What follows belongs to an exercise in optimizing a design on an open flow for small area; a production flow would make more cautious choices.
The RTL was checked by simulation tests, not by an equivalence proof against the original design.
Power is estimated from default activity; no workload was simulated.

## maple
==> flow/design.v <==
`timescale 1ns/1ns
`default_nettype none
module xgmii_pktgen (
    input  wire logic        Clk,
    input  wire logic        Reset,
    input  wire logic        gen_en,
    input  wire logic [31:0] gen_num,
    input  wire logic [15:0] idle_len,
    input  wire logic [15:0] cfg_len,
    input  wire logic [47:0] cfg_dmac,
    input  wire logic [47:0] cfg_smac,
    input  wire logic [31:0] cfg_dip,
    input  wire logic [31:0] cfg_sip,
    input  wire logic [15:0] cfg_dp,
    input  wire logic [15:0] cfg_sp,
    input  wire logic [6:0]  cfg_mode,
    output logic      [63:0] txd,
    output logic      [7:0]  txc,
    output wire logic        tx_done
);
    logic q_idle, q_pre, q_sof, q_w0, q_w1, q_w2, q_w3, q_w4, q_pay, q_gap;
    logic        fresh;
    logic [31:0] k;
    logic [10:0] ll;
    logic [15:0] cnt;
    logic        eofr;
    logic        termr;
    logic [2:0]  modr;
    logic        c_smac, c_dip;
    logic        eqr;
    logic [31:0] k_inc;
    logic [10:0] ll_inc;
    logic [15:0] cnt_inc;
    logic        start_ok;
    logic        fs;
    logic [10:0] lm1;
    logic        last_next;
    assign cnt_inc  = cnt + 16'd1;
    assign start_ok = gen_en && (fresh || (gen_num == 32'd0) || !eqr);
    assign fs       = q_idle && start_ok;
    assign tx_done  = q_idle && !start_ok;
    assign lm1       = cfg_mode[6] ? ll : (cfg_len[10:0] - 11'd1);
    assign last_next = q_pay && (cnt_inc[7:0] == lm1[10:3]);
    always_ff @(posedge Clk or posedge Reset) begin
        if (Reset) begin
            q_idle <= 1'b1;
            q_pre  <= 1'b0;
            q_sof  <= 1'b0;
            q_w0   <= 1'b0;
            q_w1   <= 1'b0;
            q_w2   <= 1'b0;
            q_w3   <= 1'b0;
            q_w4   <= 1'b0;
            q_pay  <= 1'b0;
            q_gap  <= 1'b0;
            fresh  <= 1'b1;
            eofr   <= 1'b0;
            termr  <= 1'b0;
        end else begin
            eofr  <= last_next;
            termr <= eofr && (modr == 3'd0);
            if (!gen_en) begin
                fresh <= 1'b1;
            end else if (q_pre) begin
                fresh <= 1'b0;
            end
            q_idle <= (q_idle && !start_ok) || (last_next && (idle_len == 16'd0))
                   || (q_gap && (eofr ? (idle_len == 16'd1) : (cnt == idle_len)));
            q_pre  <= fs;
            q_sof  <= q_pre;
            q_w0   <= q_sof;
            q_w1   <= q_w0;
            q_w2   <= q_w1;
            q_w3   <= q_w2;
            q_w4   <= q_w3;
            q_pay  <= q_w4 || (q_pay && !last_next);
            q_gap  <= (last_next && (idle_len != 16'd0))
                   || (q_gap && !(eofr ? (idle_len == 16'd1) : (cnt == idle_len)));
        end
    end
    always_ff @(posedge Clk) begin
        if (q_pre) begin
            k  <= fresh ? 32'd0 : k_inc;
            ll <= (fresh || (ll == 11'd2047)) ? 11'd63 : ll_inc;
        end
        if (last_next) begin
            modr <= lm1[2:0] + 3'd1;
        end
        if (q_sof) begin
            cnt <= 16'd0;
        end else if (q_gap && eofr) begin
            cnt <= 16'd2;
        end else begin
            cnt <= cnt_inc;
        end
    end
    logic s0, s1, s2, s3, s4, sp, si, spl;
    logic [15:0] kH, kL;
    logic [15:0] xH, xM, xL, yH, yM, yL, sH, sM, sL;
    logic        xLM, yLM, xMH, cLM, cMH, cH;
    logic [15:0] xB, yB, sB, oB;
    logic        cB;
    logic [63:0] word;
    assign sp  = q_sof;
    assign si  = q_pre;
    assign s0  = q_w0;
    assign s1  = q_w1;
    assign s2  = q_w2;
    assign s3  = q_w3;
    assign s4  = q_w4;
    assign spl = !(s0 || s1 || s2 || s3 || s4 || sp);
    assign kH  = k[31:16];
    assign kL  = k[15:0];
    always_comb begin
        xH = ({16{s0}} & cfg_dmac[47:32])       | ({16{s1 || sp}} & cfg_smac[31:16])
           | ({16{s2}} & {5'd0, lm1})           | ({16{s4}} & cfg_dip[15:0]);
        xM = ({16{s0}} & cfg_dmac[31:16])       | ({16{s1 || sp}} & cfg_smac[15:0])
           | ({16{s3}} & cfg_sip[31:16])        | ({16{s4}} & cfg_sp)
           | ({16{s2}} & cfg_dip[15:0]);
        xL = ({16{s0}} & cfg_dmac[15:0])        | ({16{s1}} & 16'h0800)
           | ({16{s2}} & 16'h4000)              | ({16{s3}} & cfg_sip[15:0])
           | ({16{s4}} & cfg_dp)                | ({16{sp}} & kL)
           | ({16{si}} & {5'd0, ll});
        yH = ({16{(s1 || sp) && cfg_mode[4]}} & kH) | ({16{s2}} & 16'hFFEF)
           | ({16{s4 && cfg_mode[3]}} & kL)         | ({16{spl}} & kH);
        yM = ({16{s0 && cfg_mode[5]}} & kH)         | ({16{(s1 || sp) && cfg_mode[4]}} & kL)
           | ({16{s3 && cfg_mode[2]}} & kH)         | ({16{s4 && cfg_mode[0]}} & kL)
           | ({16{s2 && cfg_mode[3]}} & kL)         | ({16{spl}} & kL);
        yL = ({16{s0 && cfg_mode[5]}} & kL)         | ({16{s3 && cfg_mode[2]}} & kL)
           | ({16{s4 && cfg_mode[1]}} & kL)         | ({16{sp}} & ~gen_num[15:0]);
    end
    assign xLM = !(s4 || sp);
    assign yLM = si;
    assign xMH = !(s2 || s3 || s4);
    bk_add #(.N(50), .T(32)) u_add (
        .a  ({xH, xMH, xM, xLM, xL}),
        .b  ({yH, 1'b0, yM, yLM, yL}),
        .ci (si || sp),
        .s  ({sH, cMH, sM, cLM, sL}),
        .co (cH)
    );
    assign xB = ({16{s0}} & cfg_smac[47:32]) | ({16{s3}} & cfg_dip[31:16])
              | ({16{sp}} & kH);
    assign yB = ({16{s3 && cfg_mode[3]}} & kH) | ({16{sp}} & ~gen_num[31:16]);
    assign cB = s0 ? c_smac : (s3 ? c_dip : (&kL));
    bk_add #(.N(16), .T(8)) u_addb (
        .a  (xB),
        .b  (yB),
        .ci (cB),
        .s  (sB),
        .co ()
    );
    always_comb begin
        if (s0 || s3)  oB = sB;
        else if (s1)   oB = 16'h4500;
        else if (s2)   oB = 16'h4006;
        else if (s4)   oB = 16'h0004;
        else           oB = cnt;
    end
    assign word   = {sH, sM & {16{!s2}}, sL, oB};
    assign k_inc  = {sH, sM};
    assign ll_inc = sL[10:0];
    always_ff @(posedge Clk) begin
        if (sp) begin
            c_smac <= cH;
            eqr    <= (&sB) && (&sL);
        end
        if (s2) begin
            c_dip  <= cMH;
        end
    end
    always_comb begin
        txd = {8{8'h07}};
        txc = 8'hFF;
        if (q_sof) begin
            txd = {8'hD5, {6{8'h55}}, 8'hFB};
            txc = 8'h01;
        end else if (q_w0 || q_w1 || q_w2 || q_w3 || q_w4 || q_pay || eofr) begin
            txc = 8'h00;
            for (int j = 0; j < 8; j++) begin
                txd[8*j +: 8] = word[63-8*j -: 8];
            end
            if (eofr && (modr != 3'd0)) begin
                txc = 8'hFF << modr;
                for (int j = 0; j < 8; j++) begin
                    if (j == int'(modr)) begin
                        txd[8*j +: 8] = 8'hFD;
                    end else if (j > int'(modr)) begin
                        txd[8*j +: 8] = 8'h07;
                    end
                end
            end
        end else if (termr) begin
            txd = {{7{8'h07}}, 8'hFD};
        end
    end
endmodule
module bk_add #(
    parameter int N = 16,
    parameter int T = 8
) (
    input  wire logic [N-1:0] a,
    input  wire logic [N-1:0] b,
    input  wire logic         ci,
    output logic      [N-1:0] s,
    output logic              co
);
    logic [N-1:0] g, p, gg, pp;
    logic [N:0]   c;
    always_comb begin
        g  = a & b;
        p  = a ^ b;
        gg = g;
        pp = p;
        for (int l = 1; l < N; l = l * 2) begin
            for (int i = 2 * l - 1; i < N; i = i + 2 * l) begin
                gg[i] = gg[i] | (pp[i] & gg[i - l]);
                pp[i] = pp[i] & pp[i - l];
            end
        end
        for (int l = T; l >= 1; l = l / 2) begin
            for (int i = 3 * l - 1; i < N; i = i + 2 * l) begin
                if (((i + 1) % (2 * l)) != 0) begin
                    gg[i] = gg[i] | (pp[i] & gg[i - l]);
                    pp[i] = pp[i] & pp[i - l];
                end
            end
        end
        c[0] = ci;
        for (int i = 0; i < N; i++) begin
            c[i + 1] = gg[i] | (pp[i] & ci);
        end
        s  = p ^ c[N-1:0];
        co = c[N];
    end
endmodule
`default_nettype wire
==> flow/config.mk <==
export PLATFORM = sky130hd
export DESIGN_NAME = xgmii_pktgen
export DESIGN_NICKNAME = xgmii_pktgen
export VERILOG_FILES = /design/flow/design.v
export SDC_FILE = /design/flow/constraint.sdc
export NUM_CORES = 4
export LEC_CHECK = 0
export CAP_MARGIN = 20
export CORE_MARGIN = 2
export CORE_UTILIZATION = 40
export CTS_BUF_LIST = sky130_fd_sc_hd__clkbuf_8
export CTS_CLUSTER_SIZE = 25
export SLEW_MARGIN = 20
==> flow/constraint.sdc <==
create_clock -name core_clock -period 6.4 [get_ports {Clk}]
set_input_delay 1.2800 -clock core_clock [delete_from_list [all_inputs] [get_ports {Clk}]]
set_output_delay 1.2800 -clock core_clock [all_outputs]
set_load 0.01 [all_outputs]
standard.sh (not shown) runs the stock make flow with config.mk's settings and CLKGATE_MAP_FILE= SYNTH_SCRIPT=/design/flow/synth_recipe.tcl, a recipe that flattens the netlist after the stock synthesis.
==> flow/flow/run.sh <==
#!/bin/bash
# The standard layout (the standard.sh, ORFS synthesis to final), with
# every input and output port still buffered, but by the smallest buffer
# cell instead of the one buffer_ports picks by default. make's own output
# goes to flow_make.log; each ORFS step logs to orfs/logs/ as usual.
set -euo pipefail
bash standard.sh "BUFFER_PORTS_ARGS=-buffer_cell sky130_fd_sc_hd__buf_1" finish > flow_make.log 2>&1
For harbor, these inputs were changed with respect to maple:
--- a/flow/design.v
+++ b/flow/design.v
@@ -125,11 +125,11 @@
            | ({16{s4 && cfg_mode[3]}} & kL)         | ({16{spl}} & kH);
         yM = ({16{s0 && cfg_mode[5]}} & kH)         | ({16{(s1 || sp) && cfg_mode[4]}} & kL)
            | ({16{s3 && cfg_mode[2]}} & kH)         | ({16{s4 && cfg_mode[0]}} & kL)
            | ({16{s2 && cfg_mode[3]}} & kL)         | ({16{spl}} & kL);
         yL = ({16{s0 && cfg_mode[5]}} & kL)         | ({16{s3 && cfg_mode[2]}} & kL)
-           | ({16{s4 && cfg_mode[1]}} & kL)         | ({16{sp}} & ~gen_num[15:0]);
+           | ({16{s4 && cfg_mode[1]}} & kL);
     end
     assign xLM = !(s4 || sp);
     assign yLM = si;
     assign xMH = !(s2 || s3 || s4);
     bk_add #(.N(50), .T(32)) u_add (
@@ -137,13 +137,12 @@
         .b  ({yH, 1'b0, yM, yLM, yL}),
         .ci (si || sp),
         .s  ({sH, cMH, sM, cLM, sL}),
         .co (cH)
     );
-    assign xB = ({16{s0}} & cfg_smac[47:32]) | ({16{s3}} & cfg_dip[31:16])
-              | ({16{sp}} & kH);
-    assign yB = ({16{s3 && cfg_mode[3]}} & kH) | ({16{sp}} & ~gen_num[31:16]);
+    assign xB = ({16{s0}} & cfg_smac[47:32]) | ({16{s3}} & cfg_dip[31:16]);
+    assign yB = ((s3 && cfg_mode[3]) || sp) ? kH : 16'd0;
     assign cB = s0 ? c_smac : (s3 ? c_dip : (&kL));
     bk_add #(.N(16), .T(8)) u_addb (
         .a  (xB),
         .b  (yB),
         .ci (cB),
@@ -161,11 +160,11 @@
     assign k_inc  = {sH, sM};
     assign ll_inc = sL[10:0];
     always_ff @(posedge Clk) begin
         if (sp) begin
             c_smac <= cH;
-            eqr    <= (&sB) && (&sL);
+            eqr    <= ({sB, sL} == gen_num);
         end
         if (s2) begin
             c_dip  <= cMH;
         end
     end
Findings:
Against maple, harbor reports a setup slack that is lower. harbor — number of antenna violations at the first check in global routing 2 higher, maple as reference. Going from maple to harbor, post-layout minimum cycle time grows by 0.011 ns. maple → harbor: post-synthesis instance area went up; maximum frequency did not really move. harbor ended with more fraction of power spent switching nets than maple. harbor ends up with higher area of the multi-input gates than maple does. Per the comparison of harbor with maple, highest cell delay on the worst timing path went up 0.17 ns; die area now sits higher.

---

## run E
RTL: the design.v shown in full above, as it stands there.
==> flow/config.mk <==
export PLATFORM = sky130hd
export DESIGN_NAME = xgmii_pktgen
export DESIGN_NICKNAME = xgmii_pktgen
export VERILOG_FILES = /design/flow/design.v
export SDC_FILE = /design/flow/constraint.sdc
export NUM_CORES = 4
export LEC_CHECK = 0
export CAP_MARGIN = 20
export CORE_MARGIN = 2
export CORE_UTILIZATION = 60
export CTS_BUF_LIST = sky130_fd_sc_hd__clkbuf_8
export CTS_CLUSTER_SIZE = 25
export PLACE_DENSITY = 0.72
export SLEW_MARGIN = 20
==> flow/constraint.sdc <==
create_clock -name core_clock -period 6.4 [get_ports {Clk}]
set_input_delay 1.2800 -clock core_clock [delete_from_list [all_inputs] [get_ports {Clk}]]
set_output_delay 1.2800 -clock core_clock [all_outputs]
set_load 0.01 [all_outputs]
Scripts as last shown in full above: flow/flow/run.sh
Input-level comparison between run A and run E:
-- flow/design.v --
<<< run E, line 84
            ll <= (fresh || (ll == 11'd2047)) ? 11'd63 : ll_inc;
        end
        if (last_next) begin
            modr <= lm1[2:0] + 3'd1;
        end
        if (q_sof) begin
            cnt <= 16'd0;
>>> run A, line 84
            ll <= (fresh || (ll == 11'd2047)) ? 11'd63 : ll_inc;
        end
        modr <= lm1[2:0] + 3'd1;
        if (q_sof) begin
            cnt <= 16'd0;
<<< run E, line 100
    logic        xLM, yLM, xMH, cLM, cMH, cH;
    logic [15:0] xB, yB, sB, oB;
    logic        cB;
    logic [63:0] word;
    assign sp  = q_sof;
>>> run A, line 98
    logic        xLM, yLM, xMH, cLM, cMH, cH;
    logic [15:0] xB, yB, sB, oB;
    logic        cB, cBo;
    logic [63:0] word;
    assign sp  = q_sof;
<<< run E, line 116
           | ({16{s2}} & {5'd0, lm1})           | ({16{s4}} & cfg_dip[15:0]);
        xM = ({16{s0}} & cfg_dmac[31:16])       | ({16{s1 || sp}} & cfg_smac[15:0])
           | ({16{s3}} & cfg_sip[31:16])        | ({16{s4}} & cfg_sp)
           | ({16{s2}} & cfg_dip[15:0]);
        xL = ({16{s0}} & cfg_dmac[15:0])        | ({16{s1}} & 16'h0800)
           | ({16{s2}} & 16'h4000)              | ({16{s3}} & cfg_sip[15:0])
>>> run A, line 114
           | ({16{s2}} & {5'd0, lm1})           | ({16{s4}} & cfg_dip[15:0]);
        xM = ({16{s0}} & cfg_dmac[31:16])       | ({16{s1 || sp}} & cfg_smac[15:0])
           | ({16{s3}} & cfg_sip[31:16])        | ({16{s4}} & cfg_sp);
        xL = ({16{s0}} & cfg_dmac[15:0])        | ({16{s1}} & 16'h0800)
           | ({16{s2}} & 16'h4000)              | ({16{s3}} & cfg_sip[15:0])
<<< run E, line 126
        yM = ({16{s0 && cfg_mode[5]}} & kH)         | ({16{(s1 || sp) && cfg_mode[4]}} & kL)
           | ({16{s3 && cfg_mode[2]}} & kH)         | ({16{s4 && cfg_mode[0]}} & kL)
           | ({16{s2 && cfg_mode[3]}} & kL)         | ({16{spl}} & kL);
        yL = ({16{s0 && cfg_mode[5]}} & kL)         | ({16{s3 && cfg_mode[2]}} & kL)
           | ({16{s4 && cfg_mode[1]}} & kL)         | ({16{sp}} & ~gen_num[15:0]);
>>> run A, line 123
        yM = ({16{s0 && cfg_mode[5]}} & kH)         | ({16{(s1 || sp) && cfg_mode[4]}} & kL)
           | ({16{s3 && cfg_mode[2]}} & kH)         | ({16{s4 && cfg_mode[0]}} & kL)
           | ({16{spl}} & kL);
        yL = ({16{s0 && cfg_mode[5]}} & kL)         | ({16{s3 && cfg_mode[2]}} & kL)
           | ({16{s4 && cfg_mode[1]}} & kL)         | ({16{sp}} & ~gen_num[15:0]);
<<< run E, line 141
    );
    assign xB = ({16{s0}} & cfg_smac[47:32]) | ({16{s3}} & cfg_dip[31:16])
              | ({16{sp}} & kH);
    assign yB = ({16{s3 && cfg_mode[3]}} & kH) | ({16{sp}} & ~gen_num[31:16]);
    assign cB = s0 ? c_smac : (s3 ? c_dip : (&kL));
    bk_add #(.N(16), .T(8)) u_addb (
        .a  (xB),
>>> run A, line 138
    );
    assign xB = ({16{s0}} & cfg_smac[47:32]) | ({16{s3}} & cfg_dip[31:16])
              | ({16{sp}} & kH)              | ({16{s2}} & cfg_dip[15:0]);
    assign yB = ({16{s3 && cfg_mode[3]}} & kH) | ({16{sp}} & ~gen_num[31:16])
              | ({16{s2 && cfg_mode[3]}} & kL);
    assign cB = s0 ? c_smac : (s3 ? c_dip : (sp && (&kL)));
    bk_add #(.N(16), .T(8)) u_addb (
        .a  (xB),
<<< run E, line 149
        .ci (cB),
        .s  (sB),
        .co ()
    );
    always_comb begin
>>> run A, line 147
        .ci (cB),
        .s  (sB),
        .co (cBo)
    );
    always_comb begin
<<< run E, line 158
        else           oB = cnt;
    end
    assign word   = {sH, sM & {16{!s2}}, sL, oB};
    assign k_inc  = {sH, sM};
    assign ll_inc = sL[10:0];
    always_ff @(posedge Clk) begin
        if (sp) begin
            c_smac <= cH;
            eqr    <= (&sB) && (&sL);
        end
        if (s2) begin
            c_dip  <= cMH;
        end
    end
    always_comb begin
>>> run A, line 156
        else           oB = cnt;
    end
    assign word   = {sH, sM, sL, oB};
    assign k_inc  = {sH, sM};
    assign ll_inc = sL[10:0];
    always_ff @(posedge Clk) begin
        if (sp) begin
            eqr    <= (&sB) && (&sL);
        end
        c_smac <= cH;
        c_dip  <= cBo;
    end
    always_comb begin
--- outcome ---
Combinational power (lower): run E
[run A vs run E] met3 capacity usage during global routing: higher in run A
Changes observed in run A relative to run E: post-synth net total moved up; final worst setup slack shows an increase of 0.025 ns.
The worst setup path endpoint comes out txd[0] in one run and txd[7] in the other, namely in run E and run A respectively.
Between run E and run A, register-to-register slack is higher for run A, run E comes in under that.
| routed wire length | run A vs run E | 900 µm higher |
Initial cell density of the core (run A over run E): increase, 1.4 points
The run showing the smaller non-clock buffer count in the final layout is run A.
Run A: full flow OK, the timing, DRC and antenna checks passed

==> static timing again, ports no longer ideal <==
The flow's constraints put no driver on any port. The routed layouts listed below were extracted and timed again, unchanged, in two steps.
Step 1 (the two cells are an assumption about what drives the block):
set clk [get_ports {Clk}]
set_driving_cell -lib_cell sky130_fd_sc_hd__clkbuf_16 $clk
set_driving_cell -lib_cell sky130_fd_sc_hd__buf_2 [delete_from_list [all_inputs] $clk]
Step 2, shift: input delay + t, output delay - t, t = (earliest + latest rising clock arrival at the registers) / 2. This alone moves slack from input paths to output paths.
Slacks: no drivers / after step 1 / after step 2; pairs: no drivers / after step 1.
| run | shift t [ns] | setup WS [ns] | clock arrival spread, ns | worst data-port slew with drivers (ns) | pins driven straight from the clock port |
|---|---|---|---|---|---|
| maple | 0.416 | 0.218 / 0.198 / 0.198 | 0.023 / 0.023 | 0.06 | 1 |
| harbor | 0.410 | 0.207 / 0.163 / 0.208 | 0.023 / 0.023 | 0.09 | 1 |
| run E | 0.428 | 0.140 / 0.116 / 0.116 | 0.018 / 0.018 | 0.06 | 1 |
| run A | 0.440 | 0.165 / 0.142 / 0.142 | 0.012 / 0.011 | 0.08 | 1 |
After both steps every run listed still meets setup and hold. For run E, which loses most, drivers alone change the setup slack by -0.024 ns; drivers and shift together by -0.024 ns.
